Source: an optimization exercise on an open RTL-to-GDS flow (aim: small area and a short achievable clock period). Production flows keep margins and buffers that such runs may drop.
At most, simulation tests tie the RTL to the original design; equivalence was not proved.
The RTL of runs 4 and 5 was laid out without a check of its function.
No activity file was given, so power comes from the tool's default toggle rates.

File: flow/config.mk
export PLATFORM = sky130hd
export DESIGN_NAME = boot_rom
export DESIGN_NICKNAME = boot_rom
export VERILOG_FILES = /design/flow/design.v
export SDC_FILE = /design/flow/constraint.sdc
export NUM_CORES = 4
export LEC_CHECK = 0
export CAP_MARGIN = 20
export CORE_MARGIN = 2
export CORE_UTILIZATION = 40
export SETUP_SLACK_MARGIN = 1.5
export SLEW_MARGIN = 20
File: flow/constraint.sdc
create_clock -name core_clock -period 4.0 [get_ports {clk}]
set_input_delay 0.8000 -clock core_clock [delete_from_list [all_inputs] [get_ports {clk}]]
set_output_delay 0.8000 -clock core_clock [all_outputs]
set_load 0.01 [all_outputs]
File: flow/design.v
`default_nettype none
package flash_pkg;
  localparam logic [7:0] FLASH_OP_READ = 8'h03;
  typedef struct packed {
    logic [7:0]  opcode;
    logic [23:0] addr;       
  } flash_cmd_fields_t;
  typedef union packed {
    flash_cmd_fields_t f;
    logic [3:0][7:0]   bytes;
  } flash_cmd_u;
  typedef enum logic [2:0] {
    CMD,
    ADDR_HI,
    ADDR_MID,
    ADDR_LO,
    DUMMY,
    DATA_HI,
    DATA_LO
  } reader_phase_e;
endpackage
`default_nettype wire
`default_nettype none
package imem_pkg;
  localparam int INSTR_W = 16;
  typedef logic [INSTR_W-1:0] instr_t;
  typedef logic [6-1:0] iaddr_t;
endpackage
`default_nettype wire
`default_nettype none
`timescale 1ns/1ps
module spi_flash_reader (
  input  logic                    clk,
  input  logic                    rst_n,
  input  logic                    clken,
  output logic [6-1:0] phase,      
  output logic                    ins,        
  output logic [3:0]              bit_j,      
  output logic                    ready,
  output logic                    spi_cs,
  output logic                    spi_sclk,
  output logic                    spi_mosi,
  input  logic                    spi_miso
);
  localparam logic [10:0] HDR_START = 11'd2008;
  localparam logic [10:0] LAST_BIT  = 11'd1023;
  localparam logic [5:0]  PHASE0    = 6'd46;
  logic [10:0] q;
  logic        got;       
  logic [5:0]  w;         
  logic        data;
  logic        fall;
  logic        done;
  logic        word_end;
  logic        mosi_next;
  assign data     = !q[10];
  assign bit_j    = q[3:0];
  assign ins      = !ready && !spi_cs && data && !got && (w == {1'b0, q[3:0], 1'b0});
  assign done     = clken && !ready && !spi_cs && (q == LAST_BIT) && (got || ins);
  assign fall     = clken && !ready && !spi_cs && spi_sclk && !done && (!data || got || ins);
  assign word_end = data && (q[3:0] == 4'hf);
  assign mosi_next = (q == HDR_START + 11'd5) || (q == HDR_START + 11'd6) ||
                     (q == HDR_START + 11'd10);
  always_ff @(posedge clk) begin
    if (!rst_n) begin
      phase    <= PHASE0;
      w        <= PHASE0 + 6'd1;
      q        <= HDR_START;
      got      <= 1'b0;
      ready    <= 1'b0;
      spi_cs   <= 1'b1;
      spi_sclk <= 1'b1;
      spi_mosi <= 1'b0;
    end else begin
      phase <= phase + 6'd1;
      if (fall && word_end) begin
        w <= w + (q[4] ? 6'd32 : 6'd33);
      end else begin
        w <= w + 6'd1;
      end
      if (ins) begin
        got <= 1'b1;
      end
      if (done) begin
        ready    <= 1'b1;
        spi_cs   <= 1'b1;
        spi_sclk <= 1'b1;
      end else if (clken && !ready) begin
        if (spi_cs) begin
          spi_cs   <= 1'b0;            
          spi_sclk <= 1'b0;
          spi_mosi <= 1'b0;
        end else if (!spi_sclk) begin
          spi_sclk <= 1'b1;
        end else if (fall) begin
          spi_sclk <= 1'b0;
          spi_mosi <= mosi_next;
          q        <= q + 11'd1;
          got      <= 1'b0;
        end
      end
    end
  end
endmodule
`default_nettype wire
`default_nettype none
`timescale 1ns/1ps
module imem_bank #(
  parameter int INS = 0
) (
  input  logic                    clk,
  input  logic                    ins,      
  input  logic                    din,
  input  logic [6-1:0] sel,      
  output logic                    rbit
);
  logic [64-1:0] ring;
  always_ff @(posedge clk) begin
    ring <= {ring[64-2:0], ring[64-1]};
    if (ins) begin
      ring[INS] <= din;
    end
  end
  assign rbit = ring[sel];
endmodule
`default_nettype wire
`default_nettype none
`timescale 1ns/1ps
module boot_rom (
  input  logic             clk,
  input  logic             rst_n,
  input  logic             clken,
  input  imem_pkg::iaddr_t fetch_addr,
  output imem_pkg::instr_t instruction,
  output logic             ready,
  input  logic             spi_miso,
  output logic             spi_cs,
  output logic             spi_sclk,
  output logic             spi_mosi
);
  imem_pkg::iaddr_t phase;
  imem_pkg::iaddr_t sel;
  logic             ins;
  logic [3:0]       bit_j;
  imem_pkg::instr_t rd;
  assign sel = phase - {fetch_addr[0], fetch_addr[6-1:1]};
  always_ff @(posedge clk) begin
    if (!rst_n) begin
      instruction <= '0;
    end else if (clken && ready) begin
      instruction <= rd;
    end
  end
  spi_flash_reader u_reader (
    .clk     (clk),
    .rst_n   (rst_n),
    .clken   (clken),
    .phase   (phase),
    .ins     (ins),
    .bit_j   (bit_j),
    .ready   (ready),
    .spi_cs  (spi_cs),
    .spi_sclk(spi_sclk),
    .spi_mosi(spi_mosi),
    .spi_miso(spi_miso)
  );
  for (genvar b = 0; b < imem_pkg::INSTR_W; b++) begin : g_lane
    imem_bank #(.INS(2 * (imem_pkg::INSTR_W - 1 - b))) u_lane (
      .clk (clk),
      .ins (ins && (bit_j == 4'(imem_pkg::INSTR_W - 1 - b))),
      .din (spi_miso),
      .sel (sel),
      .rbit(rd[b])
    );
  end
endmodule
`default_nettype wire
File: flow/run.sh
#!/bin/bash
# synth_recipe.tcl (not shown) runs the flow's synth.tcl, then flattens the netlist and writes it again
# the make line also repeats each setting of config.mk as NAME=value (left out here)
make -C /OpenROAD-flow-scripts/flow DESIGN_CONFIG=/design/flow/config.mk WORK_HOME=/design/flow/orfs CLKGATE_MAP_FILE= SYNTH_SCRIPT=/design/flow/synth_recipe.tcl finish
==> out/qor.csv, run 1 <==
stage,metric,value,unit
placement,Detailed Place HPWL,36790,um
timing,Final WS setup,0.9211,ns
die,Die Height,284.5,um
placement,Placed Instances,3007,
pwr,Pwr Density,606.4,nW/um^2
synth,top post-synthesis cells by area,"dfxtp_1 (68%), mux4_2 (19%), nand3_1 (2.5%)",
setup_path,WP data arrival,3.60,ns
synth,Synth Register Bits,1068,
clock_network,htree depth,3,
global_route,initial antenna violation count,2,
timing,Worst-Margin Slew,0.6548,ns
setup_path,CP max stage delay,0.76,ns
layout,Syn-to-layout area delta,20.21,%
placement,I/O Buffers,29,
timing,Final Hold Viols,0,
timing,"Slew Viols, Final",0,
layout,nets,2145,
detailed_routing,Vias,16420,
min_path,Tightest Hold Check Type,reg -> reg,
global_route,grt total ovfl,0,
clock_network,Clock Sink Count,1068,
synth,Post-synth top cells,"dfxtp_1 (1068), mux4_2 (264), nand3_1 (159)",
setup_path,critical path's slowest cell,fa_4,
setup_path,worst-path maximum fanout,8,
timing,Worst Skew,0.02105,ns
timing,endpoints failing setup,0,
layout,# diodes,0,
setup_path,Crit Path Class,in -> reg,
timing,Slew HR,56.35,%
detailed_routing,routed wire length,64610,um
layout,ratio of cells with drive above 1 in the final layout,28.14,%
global_route,global-route wire length before repair,102700,um
die,die width,284.5,um
setup_path,r2r setup slk,0.95,ns
synth,Mapped Area,31470,um^2
pwr,peak supply drop,0.0003533,V
timing,Max Clk Rate,324.8,MHz
die,core area,77720,um^2
detailed_routing,drt drc,0,
layout,final std cells w/o fill,3247,
placement,gpl congestion,0.7493,
clock_network,CTS Buf Count,101,
synth,top cell type by total area after synthesis,dfxtp_1,
pwr,Lkg Pwr,14.23,nW
setup_path,Worst Reg-to-Reg Cells,11,
min_path,HP Start,g_lane[4].u_lane.ring[7]$_DFF_P_,
run,Max-cap violations,0,
synth,Mapped Avg Cell Area,15.80,um^2
setup_path,CP endpoint kind,register,
min_path,WHS Endpoint,g_lane[4].u_lane.ring[8]$_DFF_P_,
die,Starting Density,40.49,%
clock_network,clk buf depth,3,
synth,top-count cell post-synth,dfxtp_1,
timing,post-route setup TNS,0,ns
synth,sequential-to-total area share from yosys stat,67.94,%
setup_path,CP Launch Type,input port,
clock_network,clock latency at the later pin of the worst-skew pair,0.66,ns
die,row cnt,102,
synth,share of synthesized registers carrying an async set or reset,0,%
setup_path,R2R Path End,instruction[11]$_SDFFE_PN0P_,
synth,distinct cell type count after synthesis,59,
synth,Syn Inst Count,1991,
synth,Mapped Nets,2014,
synth,Synth warnings,18,
timing,fin crit period,3.079,ns
synth,Post-synth EDFFs,0,
detailed_routing,DR vias/cell,5.057,
synth,post-synth top area share,67.94,%
detailed_routing,TritonRoute pass-1 iters,4,
status,status,finished clean,
global_route,vias in the first global route,17830,
detailed_routing,Initial DRC Count,874,
setup_path,"Critical Path, Cell by Cell","clkdlybuf4s15_1, ha_4, inv_2, fa_4, buf_12, buf_12, buf_16, mux4_2, mux4_2, a22oi_2, o211ai_1",
detailed_routing,WL/cell,19.90,um
timing,hold_ws,0.3294,ns
global_route,total track usage,15.96,%
setup_path,FF-to-FF Start,u_reader.phase[0]$_SDFF_PN0_,
clock_network,Root Buffer,clkbuf_16,
placement,pre-CTS WS,-0.02830,ns
timing,RSZ-0062 raised after global routing,yes,
die,# IOs,30,
setup_path,CP required,4.53,ns
detailed_routing,ANT nets after route,0,
global_route,largest net degree at the start of global routing,65,
die,die area,80930,um^2
timing,Tcrit/Tclk final,76.97,%
clock_network,Clock transition at path regs,0.06,ns
clock_network,hold buffer count at CTS,0,
clock_network,TritonCTS clock tree,done,
min_path,hold depth,0,
synth,"Top FF cell, synth",dfxtp_1,
==> how the worst max path moves through the flow <==
stage / endpoint / slack (ns) / cells after the start / start
after floorplan: instruction[5]$_SDFFE_PN0P_ / 0.91 / 9 / fetch_addr[1]
after global placement: instruction[13]$_SDFFE_PN0P_ / -0.03 / 11 / fetch_addr[1]
after detailed placement: instruction[13]$_SDFFE_PN0P_ / -0.03 / 11 / fetch_addr[1]
after CTS: instruction[11]$_SDFFE_PN0P_ / 0.89 / 11 / u_reader.phase[0]$_SDFF_PN0_
after global routing: instruction[11]$_SDFFE_PN0P_ / 0.85 / 11 / u_reader.phase[0]$_SDFF_PN0_
final: instruction[11]$_SDFFE_PN0P_ / 0.92 / 11 / fetch_addr[1]
==> registers in the layout, indices dropped and copies added, names as in the netlist <==
| register | cells |
|---|---|
| g_lane.u_lane.ring | 1024 |
| instruction | 16 |
| u_reader.got | 1 |
| u_reader.phase | 6 |
| u_reader.q | 11 |
| u_reader.ready | 1 |
| u_reader.spi_cs | 1 |
| u_reader.spi_mosi | 1 |
| u_reader.spi_sclk | 1 |
| u_reader.w | 6 |
==> metrics by stage <==
stage / total power, mW / area (um^2) / utilization, %
6_report: 22.94 / 37830 / 48.67
5_1_grt: 23.72 / 37830 / 48.67
4_1_cts: 22.99 / 37490 / 48.24
3_5_place_dp: 13.00 / 33390 / 42.96
3_3_place_gp: 12.99 / 33390 / 42.96
2_1_floorplan: 12.35 / 31710 / -
==> layout by cell type (no fill, tap or decap), drive strengths merged, types with 5 or more instances in the layout <==
master,n
a21oi,12
bufinv,8
mux2i,74
xnor2,11
o21ai,73
and2,5
clkdlybuf4s50,21
nor2,17
buf,107
dfxtp,1068
a22oi,16
nand2,34
nand2b,9
clkinv,28
clkbuf,153
mux2,20
nand3,159
nor2b,5
mux4,264
ha,12
o31ai,6
o211ai,16
nand4,22
inv,15
==> logic make-up after synthesis <==
logic type / count (synthesis) / share of synthesized area, %
DFF: 1068 / 67.94
muxes: 358 / 21.98
and+or+nand+nor: 270 / 4.501
AOI/OAI and AO/OA: 142 / 2.807
buffers and inverters: 125 / 1.765
xor gates and xnor gates: 15 / 0.4652
adders and majority gates: 13 / 0.5407
==> report_power, final <==
part | switching [mW] | internal, mW | total, mW
clock network | 4.03 | 5.65 | 9.68
logic | 1.37 | 1.18 | 2.56
registers | 0.0326 | 10.7 | 10.7
==> repair_timing <==
item	in CTS	in global routing
gates cloned	12	7
pin swaps	15	13
gates resized for setup	55	19
buffers inserted	19	14
endpoints found under the setup margin	31	26
==> worst max-delay path: cells and delay by family <==
| family | cells | cell delay, ns |
|---|---|---|
| buffers and inverters | 5 | 0.66 |
| multiplexers | 2 | 0.95 |
| adder cells (fa/ha/maj) | 2 | 0.92 |
| AO/OA/AOI/OAI | 2 | 0.26 |
==> final cells by class <==
class                      count  area, um^2
inverter                      12       45.04
fill                        6447       39900
clock buffer                 147        2942
sequential                  1068       21400
timing repair buffer         141        1923
clock inverter                41       489.2
tap                         1040        1301
multi-input combinational    798        9728
==> routing by layer <==
layer	track usage, %	up-vias	part of all wire, %	wire length [um]
li1	-	7626	-	-
met3	2.528	93	3.6	2323
met1	22.18	8429	47	30520
met5	0	-	0	0
met2	25.70	272	47	30400
met4	4.961	0	2.1	1372
Testbench counts, summed over its fixed seeds: boot cycles 51,816.
==> inputs of run 2 (changes only) <==
--- a/flow/config.mk
+++ b/flow/config.mk
@@ -9,4 +9,4 @@
 export CORE_MARGIN = 2
 export CORE_UTILIZATION = 40
-export SETUP_SLACK_MARGIN = 1.5
+export SETUP_SLACK_MARGIN = 2.2
 export SLEW_MARGIN = 20
==> out/qor.csv, run 2 <==
stage,metric,value,unit,change
synth,adder-cell area share of the yosys netlist,0.5408,%,unchanged
global_route,largest net degree at the start of global routing,65,,unchanged
synth,sequential-to-total area share from yosys stat,67.94,%,unchanged
detailed_routing,Initial DRC Count,1233,,+41%
min_path,Tightest Hold Check Type,reg -> reg,,
synth,top-count cell post-synth,dfxtp_1,,
layout,"commonest non-fill, non-tap cell in the layout",dfxtp_1,,
detailed_routing,WL/cell,20.14,um,+1.2%
die,die area,80930,um^2,unchanged
synth,Post-synth EDFFs,0,,unchanged
clock_network,TritonCTS clock tree,done,,
timing,Max Clk Rate,324.0,MHz,-0.23%
setup_path,worst-path maximum fanout,8,,unchanged
timing,RSZ-0062 raised after global routing,yes,,
detailed_routing,ANT nets after route,0,,unchanged
layout,"commonest non-fill, non-tap cells in the layout","dfxtp_1 (1037), mux4_2 (264), nand3_1 (137), clkbuf_16 (114), mux2i_1 (73)",,
layout,post-route design area,38590,um^2,+2.0%
clock_network,clock latency at the later pin of the worst-skew pair,0.66,ns,about the same
layout,largest registers,"g_lane.u_lane.ring: 1024 flops, instruction: 16 flops, u_reader.q: 11 flops",,
global_route,total track usage,16.14,%,+0.18 points
die,# IOs,30,,unchanged
setup_path,CP endpoint kind,register,,
synth,"Top FF cell, synth",dfxtp_1,,
detailed_routing,TritonRoute pass-1 iters,5,,+1
setup_path,WP data arrival,3.60,ns,about the same
detailed_routing,DR vias/cell,5.088,,+0.60%
layout,register area,21460,um^2,+0.27%
setup_path,Crit Path Class,in -> reg,,
detailed_routing,Vias,16680,,+1.6%
global_route,initial antenna violation count,1,,-1
global_route,grt total ovfl,0,,unchanged
layout,nets,2178,,+1.5%
synth,Synth Register Bits,1068,,unchanged
global_route,vias in the first global route,17620,,-1.2%
placement,I/O Buffers,29,,unchanged
placement,placed cell areas,33540,um^2,+0.44%
pwr,clock group share of total power,42.5,%,+0.3 points
layout,Syn-to-layout area delta,22.63,%,
timing,fin crit period,3.086,ns,+0.007055 ns
clock_network,hold buffer count at CTS,0,,unchanged
synth,Mapped Avg Cell Area,15.80,um^2,unchanged
synth,Synth Area in Compound Gates,2.807,%,unchanged
pwr,peak supply drop,0.0003936,V,+11%
synth,Mapped Area,31470,um^2,unchanged
clock_network,CTS Buf Count,103,,+2.0%
synth,post-synth top area share,67.94,%,unchanged
timing,Worst Skew,0.02427,ns,+0.003222 ns
synth,distinct cell type count after synthesis,59,,unchanged
run,Max-cap violations,0,,unchanged
synth,top post-synthesis cells by area,"dfxtp_1 (68%), mux4_2 (19%), nand3_1 (2.5%)",,
clock_network,Clock transition at path regs,0.06,ns,about the same
setup_path,CP Launch Type,input port,,
pwr,switching power share of the total,23.58,%,-0.13 points
layout,Fillers,6414,,-0.51%
timing,hold_ws,0.3313,ns,+0.001902 ns
clock_network,htree depth,3,,unchanged
pwr,Comb power frac,11.1,%,about the same
detailed_routing,routed wire length,66010,um,+2.2%
global_route,global-route wire length before repair,102600,um,about the same
pwr,P_sw,5.437,mW,about the same
pwr,Total Power,23.06,mW,+0.55%
pwr,Lkg Pwr,14.51,nW,+1.9%
timing,Worst-Margin Slew,0.9119,ns,+0.2571 ns
synth,XOR/XNOR Fraction of Synth Area,0.4652,%,unchanged
die,core area,77720,um^2,unchanged
synth,top cell type by total area after synthesis,dfxtp_1,,
timing,Final Hold Viols,0,,unchanged
synth,post-synthesis mux area share,21.98,%,unchanged
layout,fin util,49.65,%,+0.98 points
die,Die Height,284.5,um,unchanged
detailed_routing,drt drc,0,,unchanged
timing,Tcrit/Tclk final,77.15,%,+0.18 points
placement,Detailed Place HPWL,38120,um,+3.6%
timing,endpoints failing setup,0,,unchanged
placement,gpl congestion,0.7510,,+0.23%
pwr,Reg power frac,46.3,%,-0.3 points
synth,share of synthesized registers carrying an async set or reset,0,%,unchanged
timing,Slew HR,39.08,%,-17 points
synth,largest family of logic cells by synthesized area,multiplexers,,
pwr,P_int,17.63,mW,+0.73%
die,row cnt,102,,unchanged
setup_path,CP required,4.51,ns,-0.02 ns
die,die width,284.5,um,unchanged
timing,"Slew Viols, Final",0,,unchanged
min_path,hold depth,0,,unchanged
status,status,finished clean,,
synth,Synth warnings,18,,unchanged
layout,Multi-input gate area,10060,um^2,+3.4%
layout,max reg flops,1024,,unchanged
clock_network,Clock Sink Count,1068,,unchanged
layout,ratio of cells with drive above 1 in the final layout,32.68,%,+4.5 points
synth,Syn Inst Count,1991,,unchanged
synth,Post-synth top cells,"dfxtp_1 (1068), mux4_2 (264), nand3_1 (159)",,
setup_path,Worst Reg-to-Reg Cells,10,,-1
layout,Biggest register,g_lane.u_lane.ring,,
die,Starting Density,40.49,%,unchanged
clock_network,Root Buffer,clkbuf_16,,
synth,Mapped Nets,2014,,unchanged
synth,simple-gate share of the synthesized area,4.501,%,unchanged
clock_network,clk buf depth,3,,unchanged
pwr,Pwr Density,597.7,nW/um^2,-1.4%
[run 2: cell counts after synthesis]
Identical to the previous run, type by type.
[run 2: critical path, cell delays in order]
cell and delay, ns:
clkdlybuf4s15_2 0.20, ha_4 0.15, inv_2 0.03, fa_4 0.90, buf_12 0.15, buf_16 0.13
mux4_2 0.50, mux4_2 0.48, a22oi_2 0.16, o211ai_1 0.09
[run 2: cell families (layout without fill, tap and decap cells)]
family,count (synthesis),in the layout
DFF,1068,1068
muxes,358,358
and+or+nand+nor,270,270
AOI/OAI and AO/OA,142,142
buffers and inverters,125,371
xor gates and xnor gates,15,15
adders and majority gates,13,13
other,0,1
[run 2: what timing repair did]
action,CTS,global route
resized for setup,191,81
buffers inserted,26,37
setup endpoints to repair,74,74
pin swaps,13,29
cloned,6,8
[run 2: worst paths after layout]
| path | endpoint | startpoint | slack (ns) |
|---|---|---|---|
| worst max-delay path | instruction[11]$_SDFFE_PN0P_ | fetch_addr[1] | 0.91 |
| worst min-delay path | g_lane[8].u_lane.ring[32]$_DFF_P_ | g_lane[8].u_lane.ring[31]$_DFF_P_ | 0.33 |
| worst max register to register | instruction[11]$_SDFFE_PN0P_ | u_reader.phase[0]$_SDFF_PN0_ | 0.92 |
| worst min register to register | g_lane[8].u_lane.ring[32]$_DFF_P_ | g_lane[8].u_lane.ring[31]$_DFF_P_ | 0.33 |
[run 2: layout make-up]
| cell class | instances | share of cell area (%) |
|---|---|---|
| Sequential cell | 1068 | 55.60 |
| Multi-Input combinational cell | 798 | 26.07 |
| Clock buffer | 143 | 7.623 |
| Timing Repair Buffer | 172 | 5.788 |
| Tap cell | 1040 | 3.372 |
| Clock inverter | 44 | 1.420 |
| Inverter | 12 | 0.1167 |
| Antenna cell | 1 | 0.006485 |
[run 2: through the flow]
step | setup TNS, ns | instances | setup slack (ns)
6_report | 0 | 3278 | 0.9140
5_1_grt | 0 | 3278 | 0.8354
4_1_cts | 0 | 3232 | 0.8813
3_5_place_dp | -0.1063 | 3013 | -0.04033
3_3_place_gp | -0.1026 | 3013 | -0.04149
2_1_floorplan | 0 | 1991 | 0.9140
[run 2: per-layer routing]
metal	routed length (um)	up-vias	track usage, %
li1	-	7693	-
met1	31590	8574	23.17
met2	30340	302	24.93
met3	2400	108	2.721
met4	1674	0	5.171
met5	0	-	0
[run 2: power groups by stage]
stage | clock network (mW) | logic, mW | registers (mW)
6_report | 9.81 | 2.56 | 10.7
4_1_cts | 10.0 | 2.34 | 10.7
5_1_grt | 10.5 | 2.70 | 10.7
3_5_place_dp | 0 | 2.14 | 10.9
3_3_place_gp | 0 | 2.14 | 10.9
2_1_floorplan | 0 | 1.44 | 10.9
==> inputs of run 3 (changes only) <==
--- a/flow/config.mk
+++ b/flow/config.mk
@@ -9,4 +9,3 @@
 export CORE_MARGIN = 2
 export CORE_UTILIZATION = 40
-export SETUP_SLACK_MARGIN = 2.2
 export SLEW_MARGIN = 20
==> out/qor.csv, run 3 <==
stage,metric,value,unit,change
layout,nets,2090,,-4.0%
setup_path,Worst Reg-to-Reg Cells,12,,+2
placement,Placed Instances,3006,,-0.23%
global_route,grt total ovfl,0,,unchanged
layout,Biggest register,g_lane.u_lane.ring,,
run,Max-cap violations,0,,unchanged
layout,largest registers,"g_lane.u_lane.ring: 1024 flops, instruction: 16 flops, u_reader.q: 11 flops",,
placement,I/O Buffers,29,,unchanged
setup_path,CP Launch Type,input port,,
placement,Detailed Place HPWL,36840,um,-3.3%
clock_network,clock latency at the later pin of the worst-skew pair,0.66,ns,about the same
setup_path,critical path's slowest cell,fa_4,,
timing,Slew HR,52.45,%,+13 points
detailed_routing,TritonRoute pass-1 iters,5,,unchanged
synth,distinct cell type count after synthesis,59,,unchanged
global_route,global-route wire length before repair,99460,um,-3.1%
synth,Syn Inst Count,1991,,unchanged
setup_path,R2R Path End,instruction[10]$_SDFFE_PN0P_,,
synth,top-count cell post-synth,dfxtp_1,,
min_path,HP Start,g_lane[0].u_lane.ring[60]$_DFF_P_,,
timing,fin crit period,3.324,ns,+0.2377 ns
layout,Syn-to-layout area delta,17.14,%,
timing,post-route setup TNS,0,ns,unchanged
global_route,initial antenna violation count,0,,-1
synth,Post-synth EDFFs,0,,unchanged
synth,Mapped Area,31470,um^2,unchanged
layout,final std cells w/o fill,3192,,-2.6%
detailed_routing,WL/cell,19.01,um,-5.6%
synth,share of synthesized registers carrying an async set or reset,0,%,unchanged
clock_network,post-CTS setup buffer count,0,,-100%
setup_path,CP endpoint kind,register,,
synth,Mapped Avg Cell Area,15.80,um^2,unchanged
pwr,peak supply drop,0.0003313,V,-16%
timing,Worst Skew,0.02991,ns,+0.005634 ns
clock_network,CTS Buf Count,99,,-3.9%
layout,"commonest non-fill, non-tap cell in the layout",dfxtp_1,,
clock_network,post-CTS sizing,0,,-100%
layout,"commonest non-fill, non-tap cells in the layout","dfxtp_1 (1068), mux4_2 (264), nand3_1 (159), clkbuf_16 (101), mux2i_1 (74)",,
clock_network,Root Buffer,clkbuf_16,,
die,# IOs,30,,unchanged
global_route,total track usage,15.34,%,-0.80 points
timing,RSZ-0062 raised after global routing,no,,
detailed_routing,Vias,16050,,-3.8%
min_path,WHS Endpoint,g_lane[0].u_lane.ring[61]$_DFF_P_,,
setup_path,WP data arrival,3.85,ns,+0.25 ns
synth,Mapped Nets,2014,,unchanged
timing,Final Hold Viols,0,,unchanged
status,status,finished clean,,
clock_network,clk buf depth,3,,unchanged
detailed_routing,routed wire length,60670,um,-8.1%
global_route,vias in the first global route,17520,,-0.56%
die,Starting Density,40.49,%,unchanged
min_path,Tightest Hold Check Type,reg -> reg,,
clock_network,Clock Sink Count,1068,,unchanged
die,die width,284.5,um,unchanged
clock_network,htree depth,3,,unchanged
min_path,hold depth,0,,unchanged
synth,top cell type by total area after synthesis,dfxtp_1,,
layout,# diodes,0,,-1
clock_network,hold buffer count at CTS,0,,unchanged
synth,top post-synthesis cells by area,"dfxtp_1 (68%), mux4_2 (19%), nand3_1 (2.5%)",,
synth,Synth Register Bits,1068,,unchanged
placement,gpl congestion,0.7505,,about the same
die,die area,80930,um^2,unchanged
detailed_routing,Initial DRC Count,1028,,-17%
detailed_routing,DR vias/cell,5.027,,-1.2%
setup_path,r2r setup slk,0.87,ns,-0.05 ns
timing,"Slew Viols, Final",0,,unchanged
global_route,largest net degree at the start of global routing,65,,unchanged
timing,Worst-Margin Slew,0.7107,ns,-0.2012 ns
setup_path,worst-path maximum fanout,33,,+25
die,Die Height,284.5,um,unchanged
detailed_routing,ANT nets after route,0,,unchanged
setup_path,"Critical Path, Cell by Cell","clkdlybuf4s50_1, ha_4, inv_1, fa_4, buf_12, buf_4, buf_12, mux4_2, mux2i_1, mux2i_1, a22oi_1, o211ai_1",,
synth,Synth warnings,18,,unchanged
setup_path,CP max stage delay,0.87,ns,-0.03 ns
die,core area,77720,um^2,unchanged
detailed_routing,drt drc,0,,unchanged
clock_network,Clock transition at path regs,0.07,ns,about the same
timing,Tcrit/Tclk final,83.09,%,+5.9 points
synth,"Top FF cell, synth",dfxtp_1,,
layout,post-route design area,36860,um^2,-4.5%
synth,Post-synth top cells,"dfxtp_1 (1068), mux4_2 (264), nand3_1 (159)",,
pwr,Pwr Density,612.9,nW/um^2,+2.5%
timing,Max Clk Rate,300.9,MHz,-7.2%
setup_path,FF-to-FF Start,u_reader.phase[0]$_SDFF_PN0_,,
pwr,Lkg Pwr,13.77,nW,-5.1%
synth,post-synth top area share,67.94,%,unchanged
die,row cnt,102,,unchanged
synth,sequential-to-total area share from yosys stat,67.94,%,unchanged
placement,placed cell areas,33360,um^2,-0.53%
layout,max reg flops,1024,,unchanged
setup_path,CP required,4.53,ns,+0.02 ns
timing,endpoints failing setup,0,,unchanged
setup_path,Crit Path Class,in -> reg,,
clock_network,TritonCTS clock tree,done,,
layout,ratio of cells with drive above 1 in the final layout,25.14,%,-7.5 points
[run 3: cell counts after synthesis]
Identical to the previous run, type by type.
[run 3: layer usage]
layer / wire length (um) / global-route usage (%) / up-vias
met2: 27990 / 24.03 / 303
met4: 1266 / 4.789 / 0
met3: 2763 / 2.721 / 97
li1: - / - / 7493
met5: 0 / 0 / -
met1: 28660 / 21.69 / 8152
[run 3: worst max-delay path, delay by kind of cell]
family / cells / cell delay (ns)
AOI/OAI and AO/OA: 2 / 0.29
adders and majority gates: 2 / 1.01
buffers and inverters: 5 / 1.14
muxes: 3 / 0.60
[run 3: worst max-delay path by stage]
stage	start	end	depth (start not counted)
after floorplan	fetch_addr[1]	instruction[0]$_SDFFE_PN0P_	9
after global placement	fetch_addr[1]	instruction[9]$_SDFFE_PN0P_	12
after detailed placement	fetch_addr[1]	instruction[8]$_SDFFE_PN0P_	11
after CTS	fetch_addr[1]	instruction[11]$_SDFFE_PN0P_	9
after global routing	fetch_addr[1]	instruction[10]$_SDFFE_PN0P_	12
final	fetch_addr[1]	instruction[10]$_SDFFE_PN0P_	12
[run 3: through the flow]
stage | hold WS (ns) | total power [mW] | utilization (%) | worst slack [ns]
CTS | 0.3274 | 22.84 | 47.43 | 0.6832
finish | 0.3251 | 22.59 | 47.43 | 0.6763
global placement | 0.3276 | 13.01 | 42.93 | -0.01387
detailed placement | 0.3314 | 13.02 | 42.92 | 0.0008682
global route | 0.3338 | 23.40 | 47.43 | 0.5642
floorplan | 0.3259 | 12.25 | - | 0.4467
[run 3: cell families after synthesis]
group,Yosys count,synth area share (%)
DFF,1068,67.94
muxes,358,21.98
and+or+nand+nor,270,4.501
AOI/OAI and AO/OA,142,2.807
buffers and inverters,125,1.765
xor gates and xnor gates,15,0.4652
adders and majority gates,13,0.5407
[run 3: final cells by class]
| class | count | area, um^2 |
|---|---|---|
| fillers | 6549 | 40860 |
| clock buffers | 130 | 2826 |
| repair buffers | 88 | 1041 |
| clock inverters | 56 | 673.1 |
| well taps | 1040 | 1301 |
| flip-flops and latches | 1068 | 21380 |
| inverters | 12 | 45.04 |
| multi-input cells | 798 | 9593 |
[run 3: where the power goes]
group / internal (mW) / switching, mW / total (mW)
clock network: 5.85 / 3.99 / 9.84
registers: 10.7 / 0.0284 / 10.7
logic: 0.836 / 1.23 / 2.06
total: 17.3 / 5.25 / 22.6
==> inputs of run 4 (changes only) <==
--- a/flow/design.v
+++ b/flow/design.v
@@ -112,5 +112,6 @@
   input  logic                    ins,      
   input  logic                    din,
-  input  logic [6-1:0] sel,      
+  input  logic [7:0]              sel_lo,   
+  input  logic [7:0]              sel_hi,   
   output logic                    rbit
 );
@@ -122,5 +123,11 @@
     end
   end
-  assign rbit = ring[sel];
+  logic [7:0] grp;
+  always_comb begin
+    for (int g = 0; g < 8; g++) begin
+      grp[g] = |(sel_lo & ring[8*g +: 8]);
+    end
+  end
+  assign rbit = |(sel_hi & grp);
 endmodule
 `default_nettype wire
@@ -140,9 +147,21 @@
 );
   imem_pkg::iaddr_t phase;
-  imem_pkg::iaddr_t sel;
+  logic [2:0]       a_lo, a_hi;
+  logic [7:0]       sel_lo, sel_hi, hi0, late;
+  logic             borrow;
   logic             ins;
   logic [3:0]       bit_j;
   imem_pkg::instr_t rd;
-  assign sel = phase - {fetch_addr[0], fetch_addr[6-1:1]};
+  assign a_lo = fetch_addr[3:1];
+  assign a_hi = {fetch_addr[0], fetch_addr[5:4]};
+  always_comb begin
+    for (int x = 0; x < 8; x++) begin
+      sel_lo[x] = (a_lo == 3'(phase[2:0] - 3'(x)));    
+      hi0[x]    = (a_hi == 3'(phase[5:3] - 3'(x)));    
+      late[x]   = (3'(x) > phase[2:0]);                
+    end
+  end
+  assign borrow = |(sel_lo & late);
+  assign sel_hi = borrow ? {hi0[0], hi0[7:1]} : hi0;
   always_ff @(posedge clk) begin
     if (!rst_n) begin
@@ -170,5 +189,6 @@
       .ins (ins && (bit_j == 4'(imem_pkg::INSTR_W - 1 - b))),
       .din (spi_miso),
-      .sel (sel),
+      .sel_lo(sel_lo),
+      .sel_hi(sel_hi),
       .rbit(rd[b])
     );
--- a/flow/config.mk
+++ b/flow/config.mk
@@ -9,3 +9,4 @@
 export CORE_MARGIN = 2
 export CORE_UTILIZATION = 40
+export SETUP_SLACK_MARGIN = 2.0
 export SLEW_MARGIN = 20
==> out/qor.csv, run 4 <==
stage,metric,value,unit,change
clock_network,CTS Buf Count,102,,+3.0%
die,Starting Density,40.25,%,-0.23 points
detailed_routing,WL/cell,25.14,um,+32%
placement,gpl congestion,0.8751,,+17%
detailed_routing,DR vias/cell,5.733,,+14%
clock_network,clock latency at the later pin of the worst-skew pair,0.67,ns,about the same
placement,I/O Buffers,29,,unchanged
die,die area,78270,um^2,-3.3%
timing,Worst-Margin Slew,0.8272,ns,+0.1166 ns
synth,post-synth top area share,70.29,%,+2.3 points
layout,largest registers,"g_lane.u_lane.ring: 1024 flops, instruction: 16 flops, u_reader.q: 11 flops",,
synth,top-count cell post-synth,dfxtp_1,,
layout,max reg flops,1024,,unchanged
timing,Tcrit/Tclk final,75.54,%,-7.6 points
placement,pre-CTS WS,-0.1287,ns,-0.1296 ns
layout,"commonest non-fill, non-tap cells in the layout","dfxtp_1 (1038), nand2_1 (200), a22oi_1 (186), buf_4 (117), clkbuf_16 (103)",,
synth,"Top FF cell, synth",dfxtp_1,,
pwr,Lkg Pwr,14.39,nW,+4.6%
min_path,Tightest Hold Check Type,reg -> reg,,
layout,# diodes,0,,unchanged
layout,"commonest non-fill, non-tap cell in the layout",dfxtp_1,,
placement,Placed Instances,3412,,+14%
status,status,finished clean,,
detailed_routing,Vias,21230,,+32%
timing,"Slew Viols, Final",0,,unchanged
die,die width,279.8,um,-1.7%
setup_path,"Critical Path, Cell by Cell","clkinvlp_4, ha_4, buf_12, xnor2_4, nor3_4, buf_6, a22oi_2, nand4_1, buf_4, a2bb2oi_1, nor4_1, a31oi_1",,
timing,RSZ-0062 raised after global routing,yes,,
die,row cnt,101,,-0.98%
setup_path,WP depth,12,,unchanged
setup_path,r2r setup slk,0.98,ns,+0.11 ns
placement,Detailed Place HPWL,53180,um,+44%
global_route,initial antenna violation count,0,,unchanged
setup_path,Crit Path Class,reg -> reg,,
synth,Mapped Avg Cell Area,12.53,um^2,-21%
timing,Slew HR,44.74,%,-7.7 points
global_route,largest net degree at the start of global routing,47,,-28%
detailed_routing,ANT nets after route,0,,unchanged
pwr,Pwr Density,600.7,nW/um^2,-2.0%
clock_network,hold buffer count at CTS,0,,unchanged
layout,Multi-input gate area,9813,um^2,+2.3%
setup_path,Buf/Inv on CP,4,,-1
timing,fin crit period,3.022,ns,-0.3021 ns
pwr,Total Power,23.44,mW,+3.8%
detailed_routing,Initial DRC Count,1886,,+83%
setup_path,CP endpoint kind,register,,
clock_network,clk buf depth,3,,unchanged
global_route,vias in the first global route,21790,,+24%
setup_path,worst-path maximum fanout,5,,-85%
min_path,hold depth,0,,unchanged
timing,Max Clk Rate,330.9,MHz,+10%
detailed_routing,routed wire length,93110,um,+53%
setup_path,critical path's slowest cell,a22oi_2,,
synth,Syn Inst Count,2427,,+22%
pwr,peak supply drop,0.0003362,V,+1.5%
setup_path,cell family with the largest share of critical-path delay,compound AO/OA/AOI/OAI gates,,
timing,endpoints failing setup,0,,unchanged
layout,ratio of cells with drive above 1 in the final layout,24.11,%,-1.0 points
timing,Final Hold Viols,0,,unchanged
synth,sequential-to-total area share from yosys stat,70.29,%,+2.3 points
synth,distinct cell type count after synthesis,62,,+5.1%
timing,Worst Skew,0.03135,ns,+0.001444 ns
die,# IOs,30,,unchanged
synth,Mapped Area,30420,um^2,-3.3%
die,Die Height,279.8,um,-1.7%
global_route,grt total ovfl,0,,unchanged
setup_path,CP max stage delay,0.40,ns,-0.47 ns
clock_network,Root Buffer,clkbuf_16,,
clock_network,Clock Sink Count,1068,,unchanged
die,core area,75570,um^2,-2.8%
timing,Final WS setup,0.9784,ns,+0.3021 ns
detailed_routing,TritonRoute pass-1 iters,6,,+1
detailed_routing,drt drc,0,,unchanged
clock_network,htree depth,3,,unchanged
layout,nets,2666,,+28%
synth,Post-synth top cells,"dfxtp_1 (1068), nand2_1 (218), a22oi_1 (186)",,
synth,Post-synth EDFFs,0,,unchanged
clock_network,TritonCTS clock tree,done,,
run,Max-cap violations,0,,unchanged
synth,Synth warnings,18,,unchanged
layout,Fillers,6314,,-3.6%
synth,top cell type by total area after synthesis,dfxtp_1,,
synth,share of synthesized registers carrying an async set or reset,0,%,unchanged
clock_network,Clock transition at path regs,0.06,ns,about the same
synth,Mapped Nets,2452,,+22%
synth,Synth Register Bits,1068,,unchanged
setup_path,WP data arrival,3.61,ns,-0.24 ns
layout,final std cells w/o fill,3703,,+16%
layout,Syn-to-layout area delta,28.26,%,
setup_path,Worst Reg-to-Reg Cells,12,,unchanged
layout,register area,21470,um^2,+0.41%
global_route,total track usage,23.32,%,+8.0 points
synth,top post-synthesis cells by area,"dfxtp_1 (70%), a22oi_1 (4.6%), a22o_1 (2.9%)",,
global_route,global-route wire length before repair,138400,um,+39%
layout,Biggest register,g_lane.u_lane.ring,,
setup_path,CP Launch Type,register,,
setup_path,CP required,4.59,ns,+0.06 ns
run 4: final timing paths:
| check | start | end |
|---|---|---|
| min reg2reg | g_lane[8].u_lane.ring[37]$_DFF_P_ | g_lane[8].u_lane.ring[38]$_DFF_P_ |
| max reg2reg | u_reader.phase[1]$_SDFF_PN1_ | instruction[1]$_SDFFE_PN0P_ |
| max | u_reader.phase[1]$_SDFF_PN1_ | instruction[1]$_SDFFE_PN0P_ |
| min | g_lane[8].u_lane.ring[37]$_DFF_P_ | g_lane[8].u_lane.ring[38]$_DFF_P_ |
run 4: cells by family (layout without fill, tap and decap cells):
| group | count (synthesis) | after routing | synth area share, % |
|---|---|---|---|
| simple gates | 404 | 405 | 6.318 |
| mux | 69 | 69 | 2.336 |
| buf+inv | 165 | 461 | 2.106 |
| flops | 1068 | 1068 | 70.29 |
| compound gates | 670 | 671 | 17.08 |
| fa+ha+maj | 15 | 15 | 0.6170 |
| xor+xnor | 36 | 36 | 1.255 |
run 4: worst reg2reg max path, delay by kind of cell, from the launching register on:
kind            cells  cell delay [ns]
fa+ha+maj           1             0.27
compound gates      3             0.81
xor+xnor            1             0.25
flops               1             0.37
buf+inv             4             0.72
simple gates        3             0.53
run 4: layout make-up:
cell class                      count  share of cell area [%]
Clock buffer                      145                   7.597
Clock inverter                     43                   1.507
Inverter                           23                  0.2309
Multi-Input combinational cell   1196                   25.15
Sequential cell                  1068                   55.02
Tap cell                          978                   3.136
Timing Repair Buffer              250                   7.353
run 4: metrics by stage:
| stage | util [%] | TNS [ns] | hold slack, ns | area [um^2] |
|---|---|---|---|---|
| 5_1_grt | 51.63 | 0 | 0.3313 | 39020 |
| 4_1_cts | 50.80 | 0 | 0.3215 | 38390 |
| 3_3_place_gp | 43.64 | -0.09512 | 0.3315 | 32980 |
| 6_report | 51.63 | 0 | 0.3225 | 39020 |
| 2_1_floorplan | - | 0 | 0.3298 | 30790 |
| 3_5_place_dp | 43.64 | -0.1700 | 0.3346 | 32980 |
run 4: what timing repair did:
| item | CTS | global route |
|---|---|---|
| setup endpoints to repair | 66 | 59 |
| pin swaps | 95 | 48 |
| setup buffers | 72 | 21 |
| gates resized for setup | 335 | 82 |
| gates cloned | 9 | 1 |
run 4: power breakdown:
part           switching (mW)  internal (mW)
Clock                    4.11           5.90
Combinational            1.81          0.939
Sequential             0.0318           10.7
Total                    5.95           17.5
run 4: layer usage:
metal	GRT usage (%)	part of all wire, %	vias to the layer above
met5	0	0	-
met4	10.53	4.9	0
met3	4.370	6.7	275
met2	38.19	47	885
met1	29.96	42	10650
li1	-	-	9425
==> inputs of run 5 (changes only) <==
--- a/flow/config.mk
+++ b/flow/config.mk
@@ -8,5 +8,5 @@
 export CAP_MARGIN = 20
 export CORE_MARGIN = 2
-export CORE_UTILIZATION = 40
+export CORE_UTILIZATION = 65
 export SETUP_SLACK_MARGIN = 2.0
 export SLEW_MARGIN = 20
==> out/qor.csv, run 5 <==
stage,metric,value,unit,change
synth,top post-synthesis cells by area,"dfxtp_1 (70%), a22oi_1 (4.6%), a22o_1 (2.9%)",,
timing,Max Clk Rate,347.0,MHz,+4.9%
setup_path,Buf/Inv on CP,5,,+1
clock_network,Clock Sink Count,1068,,unchanged
clock_network,clock latency at the later pin of the worst-skew pair,0.67,ns,about the same
min_path,HP Start,g_lane[13].u_lane.ring[55]$_DFF_P_,,
setup_path,r2r setup slk,1.12,ns,+0.14 ns
setup_path,FF-to-FF Start,u_reader.phase[0]$_SDFF_PN0_,,
layout,ratio of cells with drive above 1 in the final layout,22.54,%,-1.6 points
synth,Mapped Nets,2452,,unchanged
setup_path,"Critical Path, Cell by Cell","inv_4, ha_4, xnor2_4, nor3_4, buf_6, a22o_4, buf_12, o31ai_4, buf_6, buf_6, a32oi_2, nor4_2, a31oi_1",,
timing,Slew HR,17.98,%,-27 points
detailed_routing,Initial DRC Count,2140,,+13%
timing,"Slew Viols, Final",0,,unchanged
layout,largest registers,"g_lane.u_lane.ring: 1024 flops, instruction: 16 flops, u_reader.q: 11 flops",,
die,die width,220.3,um,-21%
synth,sequential-to-total area share from yosys stat,70.29,%,unchanged
clock_network,Clock transition at path regs,0.07,ns,about the same
clock_network,hold buffer count at CTS,0,,unchanged
setup_path,cell family with the largest share of critical-path delay,compound AO/OA/AOI/OAI gates,,
global_route,total track usage,36.81,%,+13 points
pwr,Comb power frac,11.1,%,-0.6 points
layout,"commonest non-fill, non-tap cells in the layout","dfxtp_1 (1035), nand2_1 (201), a22oi_1 (186), buf_4 (127), a22o_1 (100)",,
die,# IOs,30,,unchanged
detailed_routing,ANT nets after route,0,,unchanged
timing,endpoints failing setup,0,,unchanged
pwr,P_sw,5.674,mW,-4.7%
detailed_routing,TritonRoute pass-1 iters,7,,+1
synth,largest family of logic cells by synthesized area,compound AO/OA/AOI/OAI gates,,
die,die area,48550,um^2,-38%
global_route,grt total ovfl,0,,unchanged
pwr,switching power share of the total,25.11,%,-0.29 points
timing,Worst-Margin Slew,1.226,ns,+0.3992 ns
synth,top cell type by total area after synthesis,dfxtp_1,,
layout,post-route design area,37860,um^2,-3.0%
synth,Synth Area in Compound Gates,17.08,%,unchanged
pwr,clock group share of total power,41.6,%,-1.1 points
detailed_routing,Vias,21210,,-0.080%
synth,post-synthesis mux area share,2.336,%,unchanged
clock_network,Root Buffer,clkbuf_16,,
layout,Syn-to-layout area delta,24.46,%,
setup_path,CP Launch Type,register,,
layout,max reg flops,1024,,unchanged
setup_path,Worst Reg-to-Reg Cells,13,,+1
placement,Placed Instances,3043,,-11%
synth,share of synthesized registers carrying an async set or reset,0,%,unchanged
synth,distinct cell type count after synthesis,62,,unchanged
setup_path,CP required,4.53,ns,-0.06 ns
placement,placed cell areas,32470,um^2,-1.5%
setup_path,critical path's slowest cell,nor4_2,,
synth,top-count cell post-synth,dfxtp_1,,
setup_path,R2R Path End,instruction[4]$_SDFFE_PN0P_,,
die,Die Height,220.3,um,-21%
global_route,global-route wire length before repair,133600,um,-3.5%
setup_path,CP endpoint kind,register,,
global_route,initial antenna violation count,1,,+1
layout,"commonest non-fill, non-tap cell in the layout",dfxtp_1,,
global_route,largest net degree at the start of global routing,67,,+43%
die,core area,46360,um^2,-39%
synth,Post-synth EDFFs,0,,unchanged
pwr,peak supply drop,0.0006264,V,+86%
synth,Mapped Avg Cell Area,12.53,um^2,unchanged
placement,I/O Buffers,29,,unchanged
synth,Post-synth top cells,"dfxtp_1 (1068), nand2_1 (218), a22oi_1 (186)",,
placement,gpl congestion,0.9067,,+3.6%
setup_path,WP data arrival,3.41,ns,-0.20 ns
clock_network,CTS Buf Count,96,,-5.9%
timing,fin crit period,2.882,ns,-0.1400 ns
detailed_routing,WL/cell,27.00,um,+7.4%
layout,Biggest register,g_lane.u_lane.ring,,
pwr,P_int,16.93,mW,-3.2%
clock_network,htree depth,3,,unchanged
die,row cnt,79,,-22%
synth,XOR/XNOR Fraction of Synth Area,1.255,%,unchanged
synth,post-synth top area share,70.29,%,unchanged
timing,Worst Skew,0.01799,ns,-0.01336 ns
setup_path,worst-path maximum fanout,5,,unchanged
detailed_routing,routed wire length,89440,um,-3.9%
timing,RSZ-0062 raised after global routing,yes,,
timing,Final Hold Viols,0,,unchanged
timing,Tcrit/Tclk final,72.04,%,-3.5 points
setup_path,CP max stage delay,0.38,ns,-0.02 ns
min_path,hold depth,0,,unchanged
pwr,Reg power frac,47.3,%,+1.7 points
synth,Mapped Area,30420,um^2,unchanged
synth,simple-gate share of the synthesized area,6.318,%,unchanged
placement,Detailed Place HPWL,52140,um,-2.0%
clock_network,clk buf depth,3,,unchanged
pwr,Pwr Density,597.0,nW/um^2,-0.62%
layout,nets,2655,,-0.41%
die,Starting Density,65.62,%,+25 points
clock_network,TritonCTS clock tree,done,,
pwr,Lkg Pwr,14.02,nW,-2.6%
layout,# diodes,0,,unchanged
setup_path,Crit Path Class,reg -> reg,,
global_route,vias in the first global route,21840,,+0.23%
layout,final std cells w/o fill,3313,,-11%
status,status,finished clean,,
detailed_routing,drt drc,0,,unchanged
synth,adder-cell area share of the yosys netlist,0.6170,%,unchanged
min_path,WHS Endpoint,g_lane[13].u_lane.ring[56]$_DFF_P_,,
synth,Synth Register Bits,1068,,unchanged
synth,Synth warnings,18,,unchanged
synth,Syn Inst Count,2427,,unchanged
setup_path,most frequent CP cell,buf_6,,
min_path,Tightest Hold Check Type,reg -> reg,,
detailed_routing,DR vias/cell,6.403,,+12%
synth,"Top FF cell, synth",dfxtp_1,,
run,Max-cap violations,0,,unchanged
-- run 5: cell counts after synthesis --
Identical to the previous run, type by type.
-- run 5: worst reg2reg max path, cell delays in order, from the launching register on --
cell	delay (ns)
dfxtp_4	0.37
inv_4	0.05
ha_4	0.28
xnor2_4	0.25
nor3_4	0.11
buf_6	0.15
a22o_4	0.28
buf_12	0.15
o31ai_4	0.25
buf_6	0.16
buf_6	0.13
a32oi_2	0.06
nor4_2	0.38
a31oi_1	0.13
-- run 5: area by class of cell --
class,instances,area [um^2]
flip-flops and latches,1068,21460
multi-input cells,1197,9809
fillers,2484,8499
clock buffers,144,2804
repair buffers,244,2495
well taps,607,759.5
clock inverters,30,440.4
inverters,23,93.84
-- run 5: kinds of logic (layout without fill, tap and decap cells) --
logic type	after synthesis	in the layout
adders and majority gates	15	15
and+or+nand+nor	404	405
xor gates and xnor gates	36	36
AOI/OAI and AO/OA	670	672
buffers and inverters	165	441
DFF	1068	1068
muxes	69	69
-- run 5: worst max-delay path by stage --
stage,from,endpoint,cells past startpoint
6_report,u_reader.phase[0]$_SDFF_PN0_,instruction[4]$_SDFFE_PN0P_,13
5_1_grt,u_reader.phase[0]$_SDFF_PN0_,instruction[4]$_SDFFE_PN0P_,13
4_1_cts,u_reader.phase[1]$_SDFF_PN1_,instruction[2]$_SDFFE_PN0P_,13
3_5_place_dp,fetch_addr[1],instruction[11]$_SDFFE_PN0P_,10
3_3_place_gp,fetch_addr[1],instruction[13]$_SDFFE_PN0P_,10
2_1_floorplan,fetch_addr[3],instruction[8]$_SDFFE_PN0P_,8
-- run 5: timing repair --
action	CTS	global route
endpoints found under the setup margin	68	58
cloned	9	0
pin swaps	84	44
buffers inserted	72	15
gates resized for setup	307	76
hold endpoints to repair	0	0
-- run 5: stage by stage --
| step | total power [mW] | hold slack, ns | utilization (%) | setup TNS (ns) | setup WS (ns) |
|---|---|---|---|---|---|
| 2_1_floorplan | 11.92 | 0.3298 | - | 0 | 1.138 |
| 3_3_place_gp | 12.89 | 0.3317 | 70.04 | -0.1697 | -0.1697 |
| 3_5_place_dp | 12.90 | 0.3355 | 70.04 | 0 | 0.01437 |
| 4_1_cts | 22.49 | 0.3412 | 80.73 | 0 | 1.220 |
| 5_1_grt | 23.09 | 0.3468 | 81.67 | 0 | 1.046 |
| 6_report | 22.60 | 0.3394 | 81.67 | 0 | 1.118 |
-- run 5: power by group through the flow --
stage	combinational [mW]	clock (mW)	sequential (mW)
finish	2.51	9.39	10.7
global route	2.55	9.85	10.7
CTS	2.38	9.42	10.7
detailed placement	1.97	0	10.9
global placement	1.96	0	10.9
floorplan	1.00	0	10.9
-- run 5: per-layer routing --
layer | vias up | track usage (%) | wire length [um]
met5 | - | 0 | 13
met4 | 2 | 17.81 | 4423
met3 | 304 | 7.244 | 7236
met2 | 1052 | 59.92 | 41810
met1 | 10470 | 47.32 | 35950
li1 | 9383 | - | -
==> inputs of run 6 (changes only) <==
--- a/flow/design.v
+++ b/flow/design.v
@@ -34,5 +34,4 @@
   input  logic                    rst_n,
   input  logic                    clken,
-  output logic [6-1:0] phase,      
   output logic                    ins,        
   output logic [3:0]              bit_j,      
@@ -45,5 +44,5 @@
   localparam logic [10:0] HDR_START = 11'd2008;
   localparam logic [10:0] LAST_BIT  = 11'd1023;
-  localparam logic [5:0]  PHASE0    = 6'd46;
+  localparam logic [5:0]  W0        = 6'd47;
   logic [10:0] q;
   logic        got;       
@@ -64,6 +63,5 @@
   always_ff @(posedge clk) begin
     if (!rst_n) begin
-      phase    <= PHASE0;
-      w        <= PHASE0 + 6'd1;
+      w        <= W0;
       q        <= HDR_START;
       got      <= 1'b0;
@@ -73,5 +71,4 @@
       spi_mosi <= 1'b0;
     end else begin
-      phase <= phase + 6'd1;
       if (fall && word_end) begin
         w <= w + (q[4] ? 6'd32 : 6'd33);
@@ -146,5 +143,7 @@
   output logic             spi_mosi
 );
-  imem_pkg::iaddr_t phase;
+  localparam logic [5:0] PHASE0 = 6'd46;
+  imem_pkg::iaddr_t phase, phase_n;
+  logic [3:0]       dlo, dhi;
   logic [2:0]       a_lo, a_hi;
   logic [7:0]       sel_lo, sel_hi, hi0, late;
@@ -155,9 +154,28 @@
   assign a_lo = fetch_addr[3:1];
   assign a_hi = {fetch_addr[0], fetch_addr[5:4]};
+  assign phase_n = !rst_n ? PHASE0 : phase + 6'd1;
+  function automatic logic [3:0] diff_bits(input logic [2:0] p);
+    diff_bits = {p[2] ^ (p[1:0] != 2'd3), p[2] ^ !p[1], p[2] ^ (p[1:0] == 2'd0), p[1] ^ !p[0]};
+  endfunction
+  always_ff @(posedge clk) begin
+    phase <= phase_n;
+    dlo   <= diff_bits(phase_n[2:0]);
+    dhi   <= diff_bits(phase_n[5:3]);
+  end
+  function automatic logic [2:0] minus(input logic [2:0] p, input logic [3:0] d, input int x);
+    logic b2;
+    case (x % 4)
+      0: b2 = p[2];
+      1: b2 = d[1];
+      2: b2 = d[2];
+      default: b2 = d[3];
+    endcase
+    minus = {b2 ^ 1'((x / 4) % 2), ((x % 2) ? d[0] : p[1]) ^ 1'((x / 2) % 2), p[0] ^ 1'(x % 2)};
+  endfunction
   always_comb begin
     for (int x = 0; x < 8; x++) begin
-      sel_lo[x] = (a_lo == 3'(phase[2:0] - 3'(x)));    
-      hi0[x]    = (a_hi == 3'(phase[5:3] - 3'(x)));    
-      late[x]   = (3'(x) > phase[2:0]);                
+      sel_lo[x] = (a_lo == minus(phase[2:0], dlo, x));    
+      hi0[x]    = (a_hi == minus(phase[5:3], dhi, x));    
+      late[x]   = (3'(x) > phase[2:0]);                   
     end
   end
@@ -175,5 +193,4 @@
     .rst_n   (rst_n),
     .clken   (clken),
-    .phase   (phase),
     .ins     (ins),
     .bit_j   (bit_j),
--- a/flow/config.mk
+++ b/flow/config.mk
@@ -8,5 +8,5 @@
 export CAP_MARGIN = 20
 export CORE_MARGIN = 2
-export CORE_UTILIZATION = 65
+export CORE_UTILIZATION = 40
 export SETUP_SLACK_MARGIN = 2.0
 export SLEW_MARGIN = 20
==> out/qor.csv, run 6 <==
stage,metric,value,unit,change
synth,Mapped Avg Cell Area,13.29,um^2,+6.1%
die,Starting Density,40.18,%,-25 points
clock_network,CTS Buf Count,99,,+3.1%
clock_network,Clock Sink Count,1076,,+0.75%
timing,endpoints failing setup,0,,unchanged
setup_path,Critical path origin,phase[0]$_DFF_P_,,
placement,pre-CTS WS,0.07252,ns,+0.05815 ns
die,die width,276.8,um,+26%
synth,Post-synth EDFFs,0,,unchanged
setup_path,FF-to-FF Start,phase[0]$_DFF_P_,,
timing,Slew HR,19.93,%,+2.0 points
layout,Multi-input gate area,8631,um^2,-12%
detailed_routing,ANT nets after route,0,,unchanged
timing,Final WS setup,1.293,ns,+0.1743 ns
synth,share of synthesized registers carrying an async set or reset,0,%,unchanged
timing,post-route setup TNS,0,ns,unchanged
layout,register area,21620,um^2,+0.75%
layout,post-route design area,37260,um^2,-1.6%
detailed_routing,drt drc,0,,unchanged
layout,# diodes,0,,unchanged
detailed_routing,WL/cell,23.79,um,-12%
layout,largest registers,"g_lane.u_lane.ring: 1024 flops, instruction: 16 flops, u_reader.q: 11 flops",,
synth,top post-synthesis cells by area,"dfxtp_1 (72%), a22oi_1 (11%), a41oi_1 (2.5%)",,
layout,Biggest register,g_lane.u_lane.ring,,
global_route,GR Util met3,3.046,%,-4.2 points
global_route,initial antenna violation count,1,,unchanged
timing,RSZ-0062 raised after global routing,yes,,
placement,I/O Buffers,29,,unchanged
layout,max reg flops,1024,,unchanged
clock_network,Root Buffer,clkbuf_16,,
synth,sequential-to-total area share from yosys stat,72.38,%,+2.1 points
die,Die Height,276.8,um,+26%
global_route,grt total ovfl,0,,unchanged
timing,Final Hold Viols,0,,unchanged
layout,ratio of cells with drive above 1 in the final layout,21.45,%,-1.1 points
setup_path,critical path's slowest cell,or4_1,,
synth,"Top FF cell, synth",dfxtp_1,,
setup_path,Crit Path Class,reg -> reg,,
global_route,largest net degree at the start of global routing,65,,-3.0%
synth,distinct cell type count after synthesis,62,,unchanged
detailed_routing,Vias,19510,,-8.0%
setup_path,CP required,4.55,ns,+0.02 ns
setup_path,CP Launch Type,register,,
min_path,HP Start,g_lane[7].u_lane.ring[52]$_DFF_P_,,
die,# IOs,30,,unchanged
synth,top-count cell post-synth,dfxtp_1,,
timing,"Slew Viols, Final",0,,unchanged
setup_path,worst-path maximum fanout,6,,+1
layout,"commonest non-fill, non-tap cell in the layout",dfxtp_1,,
timing,Tcrit/Tclk final,67.69,%,-4.4 points
detailed_routing,DR vias/cell,5.672,,-11%
setup_path,WP data arrival,3.26,ns,-0.15 ns
global_route,most used routing layer,met2,,
synth,top cell type by total area after synthesis,dfxtp_1,,
synth,Post-synth top cells,"dfxtp_1 (1076), a22oi_1 (439), a41oi_1 (85)",,
detailed_routing,Initial DRC Count,1533,,-28%
timing,Worst-Margin Slew,1.199,ns,-0.02790 ns
setup_path,Worst Reg-to-Reg Cells,10,,-3
placement,Placed Instances,3187,,+4.7%
global_route,global-route wire length before repair,125700,um,-5.9%
timing,Worst Skew,0.02330,ns,+0.005312 ns
setup_path,r2r setup slk,1.29,ns,+0.17 ns
status,status,finished clean,,
layout,final std cells w/o fill,3440,,+3.8%
setup_path,CP max stage delay,0.54,ns,+0.16 ns
synth,post-synth top area share,72.38,%,+2.1 points
synth,Synth warnings,18,,unchanged
setup_path,R2R Path End,instruction[12]$_SDFFE_PN0P_,,
synth,Mapped Area,29760,um^2,-2.2%
timing,fin crit period,2.707,ns,-0.1742 ns
clock_network,clk buf depth,3,,unchanged
die,core area,74070,um^2,+60%
placement,Detailed Place HPWL,45250,um,-13%
min_path,WHS Endpoint,g_lane[7].u_lane.ring[53]$_DFF_P_,,
placement,gpl congestion,0.8151,,-10%
synth,Mapped Nets,2263,,-7.7%
pwr,peak supply drop,0.0003143,V,-50%
pwr,Pwr Density,611.2,nW/um^2,+2.4%
layout,nets,2414,,-9.1%
setup_path,"Critical Path, Cell by Cell","xor2_4, buf_6, a2111oi_4, o21ai_2, nand4_4, buf_12, mux2i_4, a41oi_2, or4_1, o221a_1",,
detailed_routing,TritonRoute pass-1 iters,5,,-2
detailed_routing,routed wire length,81830,um,-8.5%
synth,Synth Register Bits,1076,,+0.75%
placement,placed cell areas,31920,um^2,-1.7%
global_route,M1 GR Usage,29.06,%,-18 points
run,Max-cap violations,0,,unchanged
layout,"commonest non-fill, non-tap cells in the layout","dfxtp_1 (1046), a22oi_1 (439), clkbuf_16 (101), buf_4 (92), a41oi_1 (66)",,
setup_path,Buf/Inv on CP,2,,-3
global_route,vias in the first global route,20440,,-6.4%
clock_network,Clock transition at path regs,0.06,ns,about the same
layout,Syn-to-layout area delta,25.21,%,
setup_path,CP endpoint kind,register,,
timing,Max Clk Rate,369.4,MHz,+6.4%
min_path,hold depth,0,,unchanged
clock_network,clock latency at the later pin of the worst-skew pair,0.66,ns,about the same
die,die area,76600,um^2,+58%
layout,Fillers,6185,,+150%
global_route,total track usage,21.00,%,-16 points
min_path,Tightest Hold Check Type,reg -> reg,,
clock_network,TritonCTS clock tree,done,,
clock_network,htree depth,3,,unchanged
die,row cnt,100,,+27%
global_route,met2 Usage GRT,33.49,%,-26 points
synth,Syn Inst Count,2239,,-7.7%
setup_path,cell family with the largest share of critical-path delay,compound AO/OA/AOI/OAI gates,,
pwr,Lkg Pwr,13.25,nW,-5.5%
-- run 6: cell count changes after synthesis, moves of 28 or more --
cell	before	now
a21o_1	43	0
a21oi_1	85	20
a221oi_1	61	32
a22o_1	102	33
a22oi_1	186	439
a32oi_1	29	1
a41oi_1	1	85
buf_2	8	63
clkbuf_1	116	55
mux2i_1	53	5
nand2_1	218	34
o2111ai_1	55	2
-- run 6: logic make-up (layout without fill, tap and decap cells) --
group           after synthesis  count (layout)  share of synthesized area [%]
flops                      1076            1076                          72.38
xor+xnor                     46              46                          1.455
fa+ha+maj                    14              14                         0.5886
simple gates                210             210                          3.986
compound gates              702             702                          18.09
mux                          27              27                          1.055
buf+inv                     164             396                          2.447
-- run 6: per-stage QoR --
step           total power, mW  hold WS [ns]  util (%)
2_1_floorplan            11.93        0.3304         -
3_5_place_dp             12.79        0.3355     43.09
3_3_place_gp             12.78        0.3323     43.09
5_1_grt                  23.42        0.3485     50.31
4_1_cts                  22.76        0.3378     49.56
6_report                 22.78        0.3298     50.31
-- run 6: power breakdown --
group | switching, mW | internal [mW]
clock | 4.06 | 5.64
combinational | 1.43 | 0.823
sequential | 0.0695 | 10.8
total | 5.56 | 17.2
-- run 6: worst max-delay path by stage --
stage | end | slack, ns | cells past startpoint
2_1_floorplan | instruction[12]$_SDFFE_PN0P_ | 1.10 | 9
3_3_place_gp | instruction[14]$_SDFFE_PN0P_ | 0.09 | 12
3_5_place_dp | instruction[14]$_SDFFE_PN0P_ | 0.07 | 12
4_1_cts | instruction[14]$_SDFFE_PN0P_ | 1.27 | 11
5_1_grt | instruction[7]$_SDFFE_PN0P_ | 1.21 | 12
6_report | instruction[12]$_SDFFE_PN0P_ | 1.29 | 10
-- run 6: routing by layer --
metal  routed length (um)  up-vias  part of all wire [%]
met3                 5300      175                   6.5
met4                 2559        0                   3.1
met1                36720     9789                    45
li1                     -     8793                     -
met2                37250      753                    46
met5                    0        -                     0
-- run 6: timing repair --
item	4_1_cts	5_1_grt
gates resized for setup	261	75
endpoints found under the setup margin	72	55
hold buffers	0	0
cloned	12	1
pin swaps	37	39
setup buffers	41	17
-- run 6: layout make-up --
cell class / count / area share, %
flip-flops and latches: 1076 / 58.01
multi-input cells: 999 / 23.16
clock buffers: 144 / 7.666
clock inverters: 38 / 1.440
inverters: 20 / 0.2015
repair buffers: 194 / 6.262
well taps: 969 / 3.254
Testbench counts of run 6, summed over its fixed seeds: boot cycles 51,816.
==> inputs of run 7 (changes only) <==
--- a/flow/config.mk
+++ b/flow/config.mk
@@ -8,5 +8,6 @@
 export CAP_MARGIN = 20
 export CORE_MARGIN = 2
-export CORE_UTILIZATION = 40
+export CORE_UTILIZATION = 65
 export SETUP_SLACK_MARGIN = 2.0
 export SLEW_MARGIN = 20
+export SYNTH_HIERARCHICAL = 1
==> out/qor.csv, run 7 <==
stage,metric,value,unit,change
clock_network,Root Buffer,clkbuf_16,,
synth,top-count cell post-synth,dfxtp_1,,
die,die width,219.9,um,-21%
global_route,initial antenna violation count,1,,unchanged
setup_path,CP endpoint kind,register,,
timing,fin crit period,2.665,ns,-0.04271 ns
layout,# diodes,0,,unchanged
pwr,clock group share of total power,43.1,%,+0.5 points
die,Starting Density,65.48,%,+25 points
synth,"Top FF cell, synth",dfxtp_1,,
timing,Max Clk Rate,375.3,MHz,+1.6%
synth,Mapped Area,30290,um^2,+1.8%
synth,Synth warnings,24,,+6
synth,Post-synth top cells,"dfxtp_1 (1076), a22oi_1 (576), nand4_1 (146)",,
clock_network,clock latency at the later pin of the worst-skew pair,0.63,ns,-0.03 ns
timing,post-route setup TNS,0,ns,unchanged
synth,Mapped Avg Cell Area,13.51,um^2,+1.7%
die,row cnt,79,,-21%
layout,final std cells w/o fill,3013,,-12%
timing,Worst-Margin Slew,1.185,ns,-0.01376 ns
detailed_routing,ANT nets after route,0,,unchanged
timing,endpoints failing setup,0,,unchanged
layout,"commonest non-fill, non-tap cell in the layout",dfxtp_1,,
layout,"commonest non-fill, non-tap cells in the layout","dfxtp_1 (1049), a22oi_1 (560), nand4_1 (146), clkbuf_16 (96), buf_4 (48)",,
layout,largest registers,"g_lane.u_lane.ring: 1024 flops, instruction: 16 flops, u_reader.q: 11 flops",,
synth,post-synth top area share,71.11,%,-1.3 points
setup_path,Crit Path Class,reg -> reg,,
detailed_routing,drt drc,0,,unchanged
layout,max reg flops,1024,,unchanged
timing,"Slew Viols, Final",0,,unchanged
placement,Placed Instances,2785,,-13%
status,status,finished clean,,
timing,Tcrit/Tclk final,66.62,%,-1.1 points
global_route,vias in the first global route,19140,,-6.4%
synth,distinct cell type count after synthesis,64,,+3.2%
timing,Slew HR,20.77,%,+0.83 points
die,core area,46260,um^2,-38%
timing,Final Hold Viols,0,,unchanged
die,# IOs,30,,unchanged
die,die area,48350,um^2,-37%
clock_network,hold buffer count at CTS,0,,unchanged
pwr,P_int,16.83,mW,-2.3%
layout,Multi-input gate area,8107,um^2,-6.1%
pwr,switching power share of the total,23.27,%,-1.1 points
setup_path,worst-path maximum fanout,8,,+2
detailed_routing,TritonRoute pass-1 iters,5,,unchanged
pwr,P_sw,5.103,mW,-8.2%
pwr,peak supply drop,0.0005288,V,+68%
synth,share of synthesized registers carrying an async set or reset,0,%,unchanged
-- run 7: changes by cell type after synthesis, moves of 22 or more --
cell,change
nand4_1,+118
buf_2,-42
a221oi_1,-32
a41oi_1,-85
nor4_1,-22
buf_6,+112
clkbuf_1,-47
a22o_1,-33
a22oi_1,+137
nand3_1,-29
-- run 7: what timing repair did --
item,CTS,global route
gates cloned,3,2
buffers inserted,29,19
gates resized for setup,224,51
pin swaps,70,40
endpoints found under the setup margin,72,58
-- run 7: layout make-up --
cell class | instances | share of cell area [%]
clock inverter | 47 | 1.767
clock buffer | 127 | 7.509
timing repair buffer | 135 | 4.544
multi-input combinational | 1008 | 22.89
inverter | 13 | 0.1519
tap | 607 | 2.145
sequential | 1076 | 60.99
-- run 7: power by group through the flow --
stage	combinational [mW]	sequential (mW)	clock, mW
6_report	1.69	10.8	9.44
4_1_cts	1.62	10.8	9.56
5_1_grt	1.74	10.8	9.99
2_1_floorplan	0.999	11.0	0
3_3_place_gp	1.40	11.0	0
3_5_place_dp	1.41	11.0	0
-- run 7: routing by layer --
layer	routed length (um)	GRT usage, %	vias to the layer above
li1	-	-	8593
met1	31470	40.15	9290
met2	32430	46.60	610
met3	4541	4.720	123
met4	1523	9.016	0
met5	0	0	-
-- run 7: worst paths after layout --
| check | start | endpoint | slack (ns) | cells past startpoint |
|---|---|---|---|---|
| worst max register to register | phase[0]$_DFF_P_ | instruction[4]$_SDFFE_PN0P_ | 1.34 | 14 |
| worst min-delay path | g_lane[5].u_lane.ring[6]$_DFF_P_ | g_lane[5].u_lane.ring[7]$_DFF_P_ | 0.33 | 0 |
| worst min register to register | g_lane[5].u_lane.ring[6]$_DFF_P_ | g_lane[5].u_lane.ring[7]$_DFF_P_ | 0.33 | 0 |
| worst max-delay path | phase[0]$_DFF_P_ | instruction[4]$_SDFFE_PN0P_ | 1.34 | 14 |
-- run 7: stage by stage --
stage          power (mW)  instance area [um^2]  hold slack (ns)  worst slack (ns)
6_report            21.93                 35410           0.3345             1.335
5_1_grt             22.53                 35410           0.3373             1.190
4_1_cts             21.98                 35030           0.3337             1.354
3_5_place_dp        12.45                 30890           0.3364           0.07796
3_3_place_gp        12.44                 30890           0.3327            0.2420
2_1_floorplan       12.02                 30540           0.3311            0.9434
-- run 7: logic make-up (layout without fill, tap and decap cells) --
family                   after synthesis  in the layout  synth area share, %
AND/OR/NAND/NOR                      305            305                5.873
XOR/XNOR                              37             37                1.119
multiplexers                          25             25               0.8922
buffers and inverters                161            322                4.944
flip-flops                          1076           1076                71.11
AO/OA/AOI/OAI                        625            628                15.53
adder cells (fa/ha/maj)               13             13               0.5370
-- run 7: critical path: stages (launching register included) --
cell	delay (ns)
dfxtp_4	0.35
inv_1	0.07
ha_2	0.19
or4_1	0.41
nor3_2	0.22
nor3_4	0.07
o2111ai_4	0.09
buf_12	0.20
mux2i_4	0.28
buf_6	0.17
buf_16	0.17
a22oi_2	0.08
nand4_1	0.07
nand2_1	0.06
a21boi_1	0.16
-- run 7: Yosys stat by module (local to each module, per instance), excerpt --
module	flops+latches	times used	cells inside	cell area (um^2)
spi_flash_reader	22	1	140	1236
boot_rom	30	1	214	1810

Re-timed with assumed drivers on the ports (clkbuf_16 on the clock, buf_2 on other inputs), run 7 has 1.335 ns of setup slack against 1.335 ns with ideal ports, and 0.673 ns once port delays also move by the mid clock arrival of 0.683 ns.
